What follows belongs to an exercise in optimizing a design on an open flow for small area and a short achievable clock period; a production flow would make more cautious choices.
At most, simulation tests tie the RTL to the original design; equivalence was not proved.
Power is estimated from default activity; no workload was simulated.

Design gcd_vector_sequencer, start of the top module:
module gcd_vector_sequencer #(
  parameter int WIDTH         = 32,
  parameter int IDX_W         = 4,
  parameter int ADDR_W        = 4,
  parameter int FIN_ADDR      = 9,
  parameter int RST_CYCLES    = 1,
  parameter int SETTLE_CYCLES = 10,
  parameter int TIMEOUT       = 4096
) (
  input  logic              clk,
  input  logic              rst,
  input  logic              start,
  input  logic [IDX_W:0]    n_tests,
  input  logic              vec_we,
  input  logic [IDX_W-1:0]  vec_idx,
  input  logic [WIDTH-1:0]  vec_a,
  input  logic [WIDTH-1:0]  vec_b,
  input  logic [WIDTH-1:0]  vec_g,
  output logic              dut_rst,
  output logic              dut_en,
  output logic              dut_ld,
  output logic [WIDTH-1:0]  dut_a,
  output logic [WIDTH-1:0]  dut_b,
  input  logic [ADDR_W-1:0] dut_addr,
  input  logic [WIDTH-1:0]  dut_res,
  output logic              busy,
  output logic              done,
  output logic [IDX_W:0]    pass_cnt,
  ...
For scale: ~3,200 cells after synthesis, roughly 1,700 flip-flops.
export LEC_CHECK = 0
export CAP_MARGIN = 20
export CORE_MARGIN = 2
export CORE_UTILIZATION = 60
export SETUP_SLACK_MARGIN = 2.8
export SLEW_MARGIN = 20
export SYNTH_HIERARCHICAL = 1
create_clock -name core_clock -period 5.0 [get_ports {clk}]
standard.sh (not shown) runs the stock make flow with config.mk's settings and CLKGATE_MAP_FILE= SYNTH_SCRIPT=/design/flow/synth_recipe.tcl, a recipe that flattens the netlist after the stock synthesis.
==> flow/flow/run.sh <==
#!/bin/bash
# The standard layout (standard.sh), with these changes:
#  - port buffers are plain buf_2 cells (buffer_ports -buffer_cell) instead of the delay cells it picks;
#  - clock tree synthesis without dummy loads and with larger sink clusters (fewer leaf buffers).
set -euo pipefail
bash standard.sh \
  BUFFER_PORTS_ARGS="-buffer_cell sky130_fd_sc_hd__buf_2" \
  CTS_ARGS="-sink_clustering_enable -repair_clock_nets -dont_use_dummy_load -sink_clustering_size 25 -sink_clustering_max_diameter 100" \
  finish > standard.log 2>&1
The baseline finished with timing, DRC and antenna clean.
Next try:
--- a/flow/design.v
+++ b/flow/design.v
@@ -36,20 +36,23 @@
   localparam int TM_W  = $clog2(TIMEOUT);
   function automatic logic [CNT_W-1:0] sat_inc(input logic [CNT_W-1:0] v);
     sat_inc = (&v) ? v : v + 1'b1;
   endfunction
   logic             s_rest, s_drst, s_ld_n, s_run, s_settle, s_chk, tmo;
   logic [IDX_W-1:0] ridx;      
   logic [CNT_W-1:0] rem;       
   logic [TM_W-1:0]  cnt;       
-  logic [CNT_W-1:0] pass_i, fail_i;            
-  logic [CNT_W-1:0] tout_n;                    
+  logic [CNT_W-1:0] pass_n, fail_n, tout_n;    
+  logic             ffv_n;                     
   wire s_ld      = !s_ld_n;
+  wire [CNT_W-1:0] pass_i = ~pass_n;
+  wire [CNT_W-1:0] fail_i = ~fail_n;
   wire [CNT_W-1:0] tout_i = ~tout_n;
+  wire             ffv_i  = !ffv_n;
   wire go       = s_rest && start;                  
   wire fin      = (dut_addr == ADDR_W'(FIN_ADDR));
   wire tm_end   = &cnt;
   wire set_end  = (cnt == TM_W'(SETTLE_CYCLES - 1));
   wire last     = (rem == CNT_W'(1));
   wire run_fin  = s_run && fin;
   wire run_tmo  = s_run && !fin && tm_end;
   wire set_done = s_settle && set_end;
@@ -152,58 +155,58 @@
     end
   end
   logic [WIDTH-1:0] g_q;
   always_ff @(posedge clk) begin
     dut_a <= rd_a;
     dut_b <= rd_b;
     g_q   <= rd_g;
   end
-  logic pass_en, fail_en;
-  gcd_vector_sequencer_chk #(.WIDTH(WIDTH)) u_chk (
-    .res(dut_res), .exp(g_q), .chk(s_chk), .tmo(tmo), .pass_en(pass_en), .fail_en(fail_en));
+  logic res_ok;
+  gcd_vector_sequencer_eq #(.WIDTH(WIDTH)) u_eq (.a(dut_res), .b(g_q), .eq(res_ok));
+  wire pass_en = s_chk && !tmo && res_ok;
+  wire fail_en = s_chk && !(!tmo && res_ok);
   wire clr = rst || go;
   wire [CNT_W-1:0] pass_inc = rst ? '0 : sat_inc(pass_i);
-  wire [CNT_W-1:0] pass_hld = clr ? '0 : pass_cnt;
+  wire [CNT_W-1:0] pass_hld = clr ? '0 : pass_i;
   wire [CNT_W:0]   fail_inc = rst ? '0 : {1'b1, sat_inc(fail_i)};
-  wire [CNT_W:0]   fail_hld = clr ? '0 : {first_fail_vld, fail_cnt};
-  logic [CNT_W-1:0] pass_d;
-  logic [CNT_W:0]   fail_d;
+  wire [CNT_W:0]   fail_hld = clr ? '0 : {ffv_i, fail_i};
+  logic [CNT_W-1:0] pass_d, pass_dn;
+  logic [CNT_W:0]   fail_d, fail_dn;
   gcd_vector_sequencer_mux #(.W(CNT_W)) u_pass_mux (
     .sel(pass_en), .a(pass_inc), .b(pass_hld), .y(pass_d));
+  gcd_vector_sequencer_mux #(.W(CNT_W)) u_pass_mux_n (
+    .sel(pass_en), .a(~pass_inc), .b(~pass_hld), .y(pass_dn));
   gcd_vector_sequencer_mux #(.W(CNT_W + 1)) u_fail_mux (
     .sel(fail_en), .a(fail_inc), .b(fail_hld), .y(fail_d));
+  gcd_vector_sequencer_mux #(.W(CNT_W + 1)) u_fail_mux_n (
+    .sel(fail_en), .a(~fail_inc), .b(~fail_hld), .y(fail_dn));
   always_ff @(posedge clk) begin
     pass_cnt                   <= pass_d;
+    pass_n                     <= pass_dn;
     {first_fail_vld, fail_cnt} <= fail_d;
-    pass_i                     <= pass_cnt;
-    fail_i                     <= fail_cnt;
+    {ffv_n, fail_n}            <= fail_dn;
   end
   wire [CNT_W-1:0] tout_d = clr ? '0 : (s_chk && tmo) ? sat_inc(tout_i) : tout_i;
   always_ff @(posedge clk) begin
     timeout_cnt <= tout_d;
     tout_n      <= ~tout_d;
   end
   always_ff @(posedge clk) begin
-    if (s_chk && !first_fail_vld) first_fail_idx <= ridx;
-  end
-endmodule
-module gcd_vector_sequencer_chk #(
+    if (s_chk && ffv_n) first_fail_idx <= ridx;
+  end
+endmodule
+module gcd_vector_sequencer_eq #(
   parameter int WIDTH = 32
 ) (
-  input  logic [WIDTH-1:0] res,
-  input  logic [WIDTH-1:0] exp,
-  input  logic             chk,
-  input  logic             tmo,
-  output logic             pass_en,
-  output logic             fail_en
-);
-  wire ok = !tmo && (res == exp);
-  assign pass_en = chk && ok;
-  assign fail_en = chk && !ok;
+  input  logic [WIDTH-1:0] a,
+  input  logic [WIDTH-1:0] b,
+  output logic             eq
+);
+  assign eq = (a == b);
 endmodule
 module gcd_vector_sequencer_mux #(
   parameter int W = 1
 ) (
   input  logic         sel,
   input  logic [W-1:0] a,
   input  logic [W-1:0] b,
   output logic [W-1:0] y
The new run completed with no timing, DRC or antenna violations. Total power hardly moves. Wire length went up by 2.3%. Combinational power went up by about 3%. Die area grows by 0.51%. Flip-flop and latch count increases by 1.
No functional check of the RTL was part of any run of this note.

========
== the baseline ==
Another version of the RTL of gcd_vector_sequencer (not shown whole).
Size in the first run: ~230 I/O pins, ~0.061 sq mm of cells after synthesis.
export LEC_CHECK = 0
export CAP_MARGIN = 20
export CORE_MARGIN = 2
export CORE_UTILIZATION = 60
export SETUP_SLACK_MARGIN = 3.1
export SLEW_MARGIN = 20
export SYNTH_HIERARCHICAL = 1
create_clock -name core_clock -period 5.0 [get_ports {clk}]
Scripts as last shown in full above: flow/flow/run.sh
### the baseline -> the candidate
-- flow/design.v --
<<< the baseline, line 183
    tout_n      <= ~tout_d;
  end
  logic [IDX_W-1:0] ffi_n;
  wire  [IDX_W-1:0] ffi_d = (s_chk && !first_fail_vld) ? ridx : ~ffi_n;
  always_ff @(posedge clk) begin
    ffi_n          <= ~ffi_d;
    first_fail_idx <= ffi_d;
  end
endmodule
>>> the candidate, line 183
    tout_n      <= ~tout_d;
  end
  always_ff @(posedge clk) begin
    if (s_chk && !first_fail_vld) first_fail_idx <= ridx;
  end
endmodule
### Flow results
On synthesis-to-layout area growth, the baseline tracks the candidate almost exactly.
Comparing the candidate and the baseline, the lower count of non-CTS buffers in the layout was measured on the candidate.
In the candidate, the number of standard cells after synthesis came out 20 below the value in the baseline.
Between the candidate and the baseline, it is the candidate whose register-to-register slack is higher, by 300 ps.
[compare] base=the baseline new=the candidate: maximum frequency shows an increase of about 10%; post-route cell area shows no meaningful change; buffer levels on the longest clock path shows no meaningful change; met3 wire length shows a reduction of 2300 um; hold slack shows a reduction of 17 ps.
[diff] routed wire length, the candidate relative to the baseline: improvement
Detailed placer's ending HPWL: the candidate < the baseline
Function was not checked in any run of this note: the RTL went through the layout flow alone.

========
The RTL this note starts from:
==> flow/design.v <==
module gcd_vector_sequencer #(
  parameter int WIDTH         = 32,
  parameter int IDX_W         = 4,
  parameter int ADDR_W        = 4,
  parameter int FIN_ADDR      = 9,
  parameter int RST_CYCLES    = 1,
  parameter int SETTLE_CYCLES = 10,
  parameter int TIMEOUT       = 4096
) (
  input  logic              clk,
  input  logic              rst,
  input  logic              start,
  input  logic [IDX_W:0]    n_tests,
  input  logic              vec_we,
  input  logic [IDX_W-1:0]  vec_idx,
  input  logic [WIDTH-1:0]  vec_a,
  input  logic [WIDTH-1:0]  vec_b,
  input  logic [WIDTH-1:0]  vec_g,
  output logic              dut_rst,
  output logic              dut_en,
  output logic              dut_ld,
  output logic [WIDTH-1:0]  dut_a,
  output logic [WIDTH-1:0]  dut_b,
  input  logic [ADDR_W-1:0] dut_addr,
  input  logic [WIDTH-1:0]  dut_res,
  output logic              busy,
  output logic              done,
  output logic [IDX_W:0]    pass_cnt,
  output logic [IDX_W:0]    fail_cnt,
  output logic [IDX_W:0]    timeout_cnt,
  output logic              first_fail_vld,
  output logic [IDX_W-1:0]  first_fail_idx
);
  localparam int DEPTH = 2 ** IDX_W;
  localparam int CNT_W = IDX_W + 1;
  localparam int TM_W  = $clog2(TIMEOUT);
  logic [WIDTH-1:0] ram_a [DEPTH];
  logic [WIDTH-1:0] ram_b [DEPTH];
  logic [WIDTH-1:0] ram_g [DEPTH];
  logic [WIDTH-1:0] g_q;       
  logic [IDX_W-1:0] ridx;      
  logic [CNT_W-1:0] rem;       
  logic [TM_W-1:0]  cnt;       
  logic             st_drst, st_run, st_settle, st_chk, tmo;
  function automatic logic [CNT_W-1:0] sat_inc(input logic [CNT_W-1:0] v);
    sat_inc = (&v) ? v : v + 1'b1;
  endfunction
  always_ff @(posedge clk) begin
    if (vec_we && !busy) begin
      ram_a[vec_idx] <= vec_a;
      ram_b[vec_idx] <= vec_b;
      ram_g[vec_idx] <= vec_g;
    end
  end
  logic [DEPTH-1:0] rsel;      
  logic [WIDTH-1:0] rd_a, rd_b, rd_g;
  always_comb begin
    rd_a = '0;
    rd_b = '0;
    rd_g = '0;
    for (int k = 0; k < DEPTH; k++) begin
      rd_a = rd_a | (ram_a[k] & {WIDTH{rsel[k]}});
      rd_b = rd_b | (ram_b[k] & {WIDTH{rsel[k]}});
      rd_g = rd_g | (ram_g[k] & {WIDTH{rsel[k]}});
    end
  end
  always_ff @(posedge clk) begin
    dut_a <= rd_a;
    dut_b <= rd_b;
    g_q   <= rd_g;
  end
  wire fin  = (dut_addr == ADDR_W'(FIN_ADDR));
  wire last = (rem == CNT_W'(1));
  wire fail = tmo || (dut_res != g_q);
  always_ff @(posedge clk) begin
    if (dut_ld || (st_run && fin)) cnt <= '0;
    else                           cnt <= cnt + 1'b1;
  end
  always_ff @(posedge clk) begin
    if (st_chk && !first_fail_vld) first_fail_idx <= ridx;
  end
  always_ff @(posedge clk) begin
    if (rst) begin
      dut_rst        <= 1'b1;
      dut_en         <= 1'b0;
      dut_ld         <= 1'b0;
      busy           <= 1'b0;
      done           <= 1'b0;
      pass_cnt       <= '0;
      fail_cnt       <= '0;
      timeout_cnt    <= '0;
      first_fail_vld <= 1'b0;
      st_drst        <= 1'b0;
      st_run         <= 1'b0;
      st_settle      <= 1'b0;
      st_chk         <= 1'b0;
      tmo            <= 1'b0;
      rem            <= '0;
      ridx           <= '0;
      rsel           <= DEPTH'(1);
    end else begin
      if (!busy) begin
        if (start) begin
          pass_cnt       <= '0;
          fail_cnt       <= '0;
          timeout_cnt    <= '0;
          first_fail_vld <= 1'b0;
          rem            <= n_tests;
          ridx           <= '0;
          rsel           <= DEPTH'(1);
          if (n_tests == '0) begin
            done <= 1'b1;
          end else begin
            busy    <= 1'b1;
            done    <= 1'b0;
            st_drst <= 1'b1;
          end
        end
      end
      if (st_drst) begin
        st_drst <= 1'b0;
        dut_rst <= 1'b0;
        dut_ld  <= 1'b1;
      end
      if (dut_ld) begin
        dut_ld <= 1'b0;
        dut_en <= 1'b1;
        st_run <= 1'b1;
        tmo    <= 1'b0;
      end
      if (st_run) begin
        if (fin) begin
          st_run    <= 1'b0;
          st_settle <= 1'b1;
        end else if (&cnt) begin
          st_run <= 1'b0;
          st_chk <= 1'b1;
          tmo    <= 1'b1;
          dut_en <= 1'b0;
        end
      end
      if (st_settle && cnt == TM_W'(SETTLE_CYCLES - 1)) begin
        st_settle <= 1'b0;
        st_chk    <= 1'b1;
        dut_en    <= 1'b0;
      end
      if (st_chk) begin
        st_chk <= 1'b0;
        if (fail) begin
          fail_cnt       <= sat_inc(fail_cnt);
          first_fail_vld <= 1'b1;
        end else begin
          pass_cnt <= sat_inc(pass_cnt);
        end
        if (tmo) timeout_cnt <= sat_inc(timeout_cnt);
        ridx    <= ridx + 1'b1;
        rsel    <= {rsel[DEPTH-2:0], rsel[DEPTH-1]};
        rem     <= rem - 1'b1;
        dut_rst <= 1'b1;
        if (last) begin
          busy <= 1'b0;
          done <= 1'b1;
        end else begin
          st_drst <= 1'b1;
        end
      end
    end
  end
endmodule
==> flow/config.mk <==
export PLATFORM = sky130hd
export DESIGN_NAME = gcd_vector_sequencer
export DESIGN_NICKNAME = gcd_vector_sequencer
export VERILOG_FILES = /design/flow/design.v
export SDC_FILE = /design/flow/constraint.sdc
export NUM_CORES = 4
export LEC_CHECK = 0
export CAP_MARGIN = 20
export CORE_MARGIN = 2
export CORE_UTILIZATION = 40
export SETUP_SLACK_MARGIN = 3.0
export SLEW_MARGIN = 20
==> flow/constraint.sdc <==
create_clock -name core_clock -period 5.0 [get_ports {clk}]
set_input_delay 1.0000 -clock core_clock [delete_from_list [all_inputs] [get_ports {clk}]]
set_output_delay 1.0000 -clock core_clock [all_outputs]
set_load 0.01 [all_outputs]
==> flow/flow/run.sh <==
#!/bin/bash
# The standard layout (standard.sh), with these changes:
#  - port buffers are plain buf_2 cells (buffer_ports -buffer_cell) instead of the delay cells it picks;
#  - clock tree synthesis without dummy loads.
set -euo pipefail
bash standard.sh \
  BUFFER_PORTS_ARGS="-buffer_cell sky130_fd_sc_hd__buf_2" \
  CTS_ARGS="-sink_clustering_enable -repair_clock_nets -dont_use_dummy_load" \
  finish > standard.log 2>&1
The baseline finished with timing, DRC and antenna clean.
Edit:
--- a/flow/design.v
+++ b/flow/design.v
@@ -52,7 +52,7 @@
       ram_g[vec_idx] <= vec_g;
     end
   end
-  logic [DEPTH-1:0] rsel;      
+  logic [DEPTH-1:0] rsel, rsel_n, rsel_g;
   logic [WIDTH-1:0] rd_a, rd_b, rd_g;
   always_comb begin
     rd_a = '0;
@@ -60,9 +60,12 @@
     rd_g = '0;
     for (int k = 0; k < DEPTH; k++) begin
       rd_a = rd_a | (ram_a[k] & {WIDTH{rsel[k]}});
-      rd_b = rd_b | (ram_b[k] & {WIDTH{rsel[k]}});
-      rd_g = rd_g | (ram_g[k] & {WIDTH{rsel[k]}});
+      rd_b = rd_b | (ram_b[k] & {WIDTH{!rsel_n[k]}});
+      rd_g = rd_g | (ram_g[k] & {WIDTH{rsel_g[k]}});
     end
+  end
+  always_ff @(posedge clk) begin
+    if (dut_ld) rsel_g <= rsel;
   end
   always_ff @(posedge clk) begin
     dut_a <= rd_a;
@@ -98,6 +101,7 @@
       rem            <= '0;
       ridx           <= '0;
       rsel           <= DEPTH'(1);
+      rsel_n         <= ~DEPTH'(1);
     end else begin
       if (!busy) begin
         if (start) begin
@@ -108,6 +112,7 @@
           rem            <= n_tests;
           ridx           <= '0;
           rsel           <= DEPTH'(1);
+          rsel_n         <= ~DEPTH'(1);
           if (n_tests == '0) begin
             done <= 1'b1;
           end else begin
@@ -155,6 +160,7 @@
         if (tmo) timeout_cnt <= sat_inc(timeout_cnt);
         ridx    <= ridx + 1'b1;
         rsel    <= {rsel[DEPTH-2:0], rsel[DEPTH-1]};
+        rsel_n  <= {rsel_n[DEPTH-2:0], rsel_n[DEPTH-1]};
         rem     <= rem - 1'b1;
         dut_rst <= 1'b1;
         if (last) begin
=> Register-to-register slack got worse by 0.20 ns; clock-buffer cell count went down by 4; combinational power is higher by 28%; synthesized cell count rises by 2.7%; hold slack loses 0.0060 ns; utilization rose by 0.90 points.
For the second run of this note, only the layout was checked, not whether the RTL still works.

## afterwards: timing with drivers on the ports
No port has a modelled driver above. Below, the same layouts with a new extraction and two added sets of constraints. Step 1 (the two cells are an assumption about what drives the block):
set clk [get_ports {clk}]
set_driving_cell -lib_cell sky130_fd_sc_hd__clkbuf_16 $clk
set_driving_cell -lib_cell sky130_fd_sc_hd__buf_2 [delete_from_list [all_inputs] $clk]
Step 2, shift: input delay + t, output delay - t, t = (earliest + latest rising clock arrival at the registers) / 2. This alone moves slack from input paths to output paths. Three values: no drivers, after step 1, after step 2; two values: the first two.
run	t (ns)	slack for setup (ns)	worst register clock-pin slew, ns
the first run of note 1	0.749	2.747 / 2.729 / 2.040	0.10 / 0.10
the second run of note 1	0.738	2.638 / 2.658 / 1.921	0.10 / 0.10
the baseline	0.736	2.611 / 2.652 / 1.916	0.10 / 0.10
the candidate	0.736	2.819 / 2.750 / 2.196	0.10 / 0.10
the first run of note 3	0.839	2.721 / 2.644 / 2.031	0.06 / 0.06
the second run of note 3	0.859	2.626 / 2.541 / 1.903	0.07 / 0.07
After both steps every run listed still meets setup and hold. The setup slack of the second run of note 3, which loses most, moves by -0.085 ns with the drivers and by -0.723 ns with both steps.
